Source: an optimization exercise on an open RTL-to-GDS flow (aim: small area, a short achievable clock period and few clock cycles per item). Production flows keep margins and buffers that such runs may drop.

==> flow/design.v <==
`timescale 1ns / 1ps
`default_nettype none
module framed_ascii_decimal_parser #(
	parameter int MAX_CHARS = 63,
	parameter int MAX_FRAC_DIGITS = 6
) (
	input wire logic clk,
	input wire logic arst_n,
	input wire logic s_tvalid,
	output logic s_tready,
	input wire logic [7:0] s_tdata,
	output logic m_tvalid,
	input wire logic m_tready,
	output logic [55:0] m_tdata,
	output logic [2:0] m_tuser,
	input wire logic cfg_valid,
	output logic cfg_ready,
	input wire logic cfg_index,
	input wire logic [7:0] cfg_data
);
	logic [7:0] start_q, end_q;
	always_ff @(posedge clk or negedge arst_n) begin
		if (!arst_n) begin
			start_q <= 8'd60;
			end_q <= 8'd62;
		end else if (cfg_valid) begin
			if (cfg_index) end_q <= cfg_data;
			else start_q <= cfg_data;
		end
	end
	assign cfg_ready = 1'b1;
	logic v1_q;
	logic is_start1_q, is_end1_q, is_digit1_q, is_point1_q;
	logic [3:0] d1_q;
	logic in_frame_q, point_q, bad_q, trunc_q, sat_q;
	logic [5:0] count_q;
	logic [2:0] frac_q;
	logic [31:0] int_q;
	logic [23:0] bcd_q;	 
	logic busy_q, valid_q;
	logic [1:0] steps_q;
	logic [31:0] int_b_q;
	logic [15:0] fbin_q;
	logic [2:0] frac_b_q;
	logic bad_b_q, trunc_b_q, sat_b_q;
	logic idle, close, open, body, room, fdig, stall, go, handoff;
	assign idle = !busy_q && !valid_q;
	assign open = !in_frame_q && is_start1_q;
	assign close = in_frame_q && is_end1_q;
	assign body = in_frame_q && !is_end1_q;
	assign room = (count_q != 6'd63);
	assign fdig = body && room && is_digit1_q && point_q && (frac_q != 3'd6);
	assign stall = (close && !idle) || (fdig && busy_q);
	assign go = v1_q && !stall;
	assign handoff = v1_q && close && idle;
	assign s_tready = !(v1_q && in_frame_q &&
		((is_end1_q && !idle) || (is_digit1_q && point_q && busy_q)));
	always_ff @(posedge clk or negedge arst_n) begin
		if (!arst_n)
			v1_q <= 1'b0;
		else if (s_tready)
			v1_q <= s_tvalid;
	end
	always_ff @(posedge clk) begin
		if (s_tready) begin
			is_start1_q <= (s_tdata == start_q);
			is_end1_q <= (s_tdata == end_q);
			is_digit1_q <= (s_tdata[7:4] == 4'h3) && (s_tdata[3:0] <= 4'd9);
			is_point1_q <= (s_tdata == 8'h2e);
			d1_q <= s_tdata[3:0];
		end
	end
	logic [31:0] int_x10;
	logic int_ovf;
	logic [30:0] add_a, add_b, add_s;
	logic add_c;
	assign add_a = {int_q[28:0], d1_q[2] | d1_q[3], d1_q[1] | d1_q[3]};
	assign add_b = int_q[30:0];
	assign add_c = d1_q[3];
	always_comb begin
		logic [30:0] g, p, gg, pp;
		g = add_a & add_b;
		p = add_a ^ add_b;
		gg = g;
		pp = p;
		gg[0] = g[0] | (p[0] & add_c);
		for (int l = 0; l < 5; l++) begin
			for (int i = 30; i >= 0; i--) begin
				if ((i >> l) & 1) begin
					gg[i] = gg[i] | (pp[i] & gg[((i >> l) << l) - 1]);
					pp[i] = pp[i] & pp[((i >> l) << l) - 1];
				end
			end
		end
		add_s = p ^ {gg[29:0], add_c};
	end
	assign int_x10 = {add_s, d1_q[0]};
	localparam logic [31:0] OVF_K = 32'h19999999;
	logic [32:0] ovf_gt, ovf_eq;
	always_comb begin
		ovf_gt[32] = 1'b0;
		ovf_eq[32] = 1'b1;
		for (int i = 31; i >= 0; i--) begin
			ovf_gt[i] = ovf_gt[i+1] | (ovf_eq[i+1] & int_q[i] & !OVF_K[i]);
			ovf_eq[i] = ovf_eq[i+1] & (int_q[i] == OVF_K[i]);
		end
	end
	assign int_ovf = ovf_gt[0] | (ovf_eq[0] & (d1_q[3] | (d1_q[2] & d1_q[1])));
	always_ff @(posedge clk or negedge arst_n) begin
		if (!arst_n)
			in_frame_q <= 1'b0;
		else if (go) begin
			if (open)
				in_frame_q <= 1'b1;
			else if (close)
				in_frame_q <= 1'b0;
		end
	end
	always_ff @(posedge clk) begin
		if (go) begin
			if (open) begin
				point_q <= 1'b0;
				bad_q <= 1'b0;
				trunc_q <= 1'b0;
				sat_q <= 1'b0;
				count_q <= 6'd0;
				frac_q <= 3'd0;
				int_q <= 32'd0;
			end else if (body) begin
				if (!room) begin
					trunc_q <= 1'b1;
				end else begin
					count_q <= count_q + 6'd1;
					if (is_digit1_q) begin
						if (point_q) begin
							if (frac_q == 3'd6)
								trunc_q <= 1'b1;
							else
								frac_q <= frac_q + 3'd1;
						end else begin
							int_q <= int_x10;
							if (int_ovf)
								sat_q <= 1'b1;
						end
					end else if (is_point1_q && !point_q) begin
						point_q <= 1'b1;
					end else begin
						bad_q <= 1'b1;
					end
				end
			end
		end
	end
	function automatic logic ge5(input logic [3:0] d);
		ge5 = d[3] | (d[2] & (d[1] | d[0]));
	endfunction
	function automatic logic [23:0] dbl(input logic [23:0] f);
		logic [23:0] r;
		logic b3, b2, b1, b0;
		begin
			for (int j = 0; j < 6; j++) begin
				{b3, b2, b1, b0} = f[4*j +: 4];
				r[4*j+3] = (b2 & !b1 & !b0) | (b3 & b0);
				r[4*j+2] = (b1 & (!b2 | b0)) | (b3 & !b0);
				r[4*j+1] = (!b3 & !b2 & b0) | (b2 & b1 & !b0) | (b3 & !b0);
			end
			r[0] = 1'b0;
			for (int j = 1; j < 6; j++)
				r[4*j] = ge5(f[4*(j-1) +: 4]);
			dbl = r;
		end
	endfunction
	logic [23:0] bcd0, bcd1, bcd2, bcd3, bcd4;
	logic [3:0] fbits;
	logic conv;
	assign bcd0 = bcd_q;
	assign bcd1 = dbl(bcd0);
	assign bcd2 = dbl(bcd1);
	assign bcd3 = dbl(bcd2);
	assign bcd4 = dbl(bcd3);
	assign fbits = {ge5(bcd0[23:20]), ge5(bcd1[23:20]), ge5(bcd2[23:20]), ge5(bcd3[23:20])};
	assign conv = busy_q || handoff;
	always_ff @(posedge clk) begin
		for (int j = 0; j < 6; j++) begin
			if (conv)
				bcd_q[4*(5-j) +: 4] <= bcd4[4*(5-j) +: 4];
			else if (go && fdig && frac_q == 3'(j))
				bcd_q[4*(5-j) +: 4] <= d1_q;
			else if (go && fdig && frac_q < 3'(j))
				bcd_q[4*(5-j) +: 4] <= 4'd0;
		end
	end
	logic fzero, fsat;
	assign fzero = handoff ? (frac_q == 3'd0) : (frac_b_q == 3'd0);
	assign fsat = handoff ? sat_q : sat_b_q;
	always_ff @(posedge clk) begin
		if (conv)
			fbin_q <= {fbin_q[11:0], (fbits & {4{!fzero}}) | {4{fsat}}};
		if (handoff) begin
			int_b_q <= int_q | {32{sat_q}};
			frac_b_q <= frac_q;
			bad_b_q <= bad_q;
			trunc_b_q <= trunc_q;
			sat_b_q <= sat_q;
		end
	end
	always_ff @(posedge clk or negedge arst_n) begin
		if (!arst_n) begin
			busy_q <= 1'b0;
			valid_q <= 1'b0;
			steps_q <= 2'd0;
		end else begin
			if (handoff) begin
				busy_q <= 1'b1;
				steps_q <= 2'd2;
			end else if (busy_q) begin
				steps_q <= steps_q - 2'd1;
				if (steps_q == 2'd0) begin
					busy_q <= 1'b0;
					valid_q <= 1'b1;
				end
			end else if (m_tready) begin
				valid_q <= 1'b0;
			end
		end
	end
	assign m_tvalid = valid_q;
	assign m_tdata = {5'd0, frac_b_q, int_b_q, fbin_q};
	assign m_tuser = {sat_b_q, trunc_b_q, bad_b_q};
endmodule
`default_nettype wire
clock: 5.5 ns
lec_check: 0
cap_margin: 20
core_margin: 2
core_utilization: 40
setup_slack_margin: 2.7
slew_margin: 20
run.sh (not shown) runs the stock make flow with config.mk's settings and CLKGATE_MAP_FILE= SYNTH_SCRIPT=/design/flow/synth_recipe.tcl, a recipe that flattens the netlist after the stock synthesis.
Then changed:
SETUP_SLACK_MARGIN = unset   (was 2.7)
Result: The changed run completed with no timing, DRC or antenna violations. Sequential share of layout area increases by 2.5 points. Design area goes down by about 6.6%. Maximum frequency goes down by 15%. Worst setup slack got worse by 550 ps. Via count falls by about 4.7%.
No functional check of the RTL was part of any run of this note.

[what the ideal ports hide]
No port has a modelled driver above. Below, the same layouts with a new extraction and two added sets of constraints. Step 1 sets driving cells, clkbuf_16 on the clock port and buf_2 on the other inputs (assumed; they add their load-dependent delay and slew). Step 2, shift: input delay + t, output delay - t, t = (earliest + latest rising clock arrival at the registers) / 2. This alone moves slack from input paths to output paths. Slacks: ideal / step 1 / step 2; pairs: ideal / step 1.
run | t (ns) | setup WS [ns] | worst setup path after step 2 | worst slew at a driven data input, ns | cell pins on the clock port's net
the first run | 0.461 | 2.399 / 2.399 / 2.399 | register to register | 0.04 | 1
the second run | 0.463 | 1.853 / 1.853 / 1.853 | register to register | 0.04 | 1
After both steps every run listed still meets setup and hold.
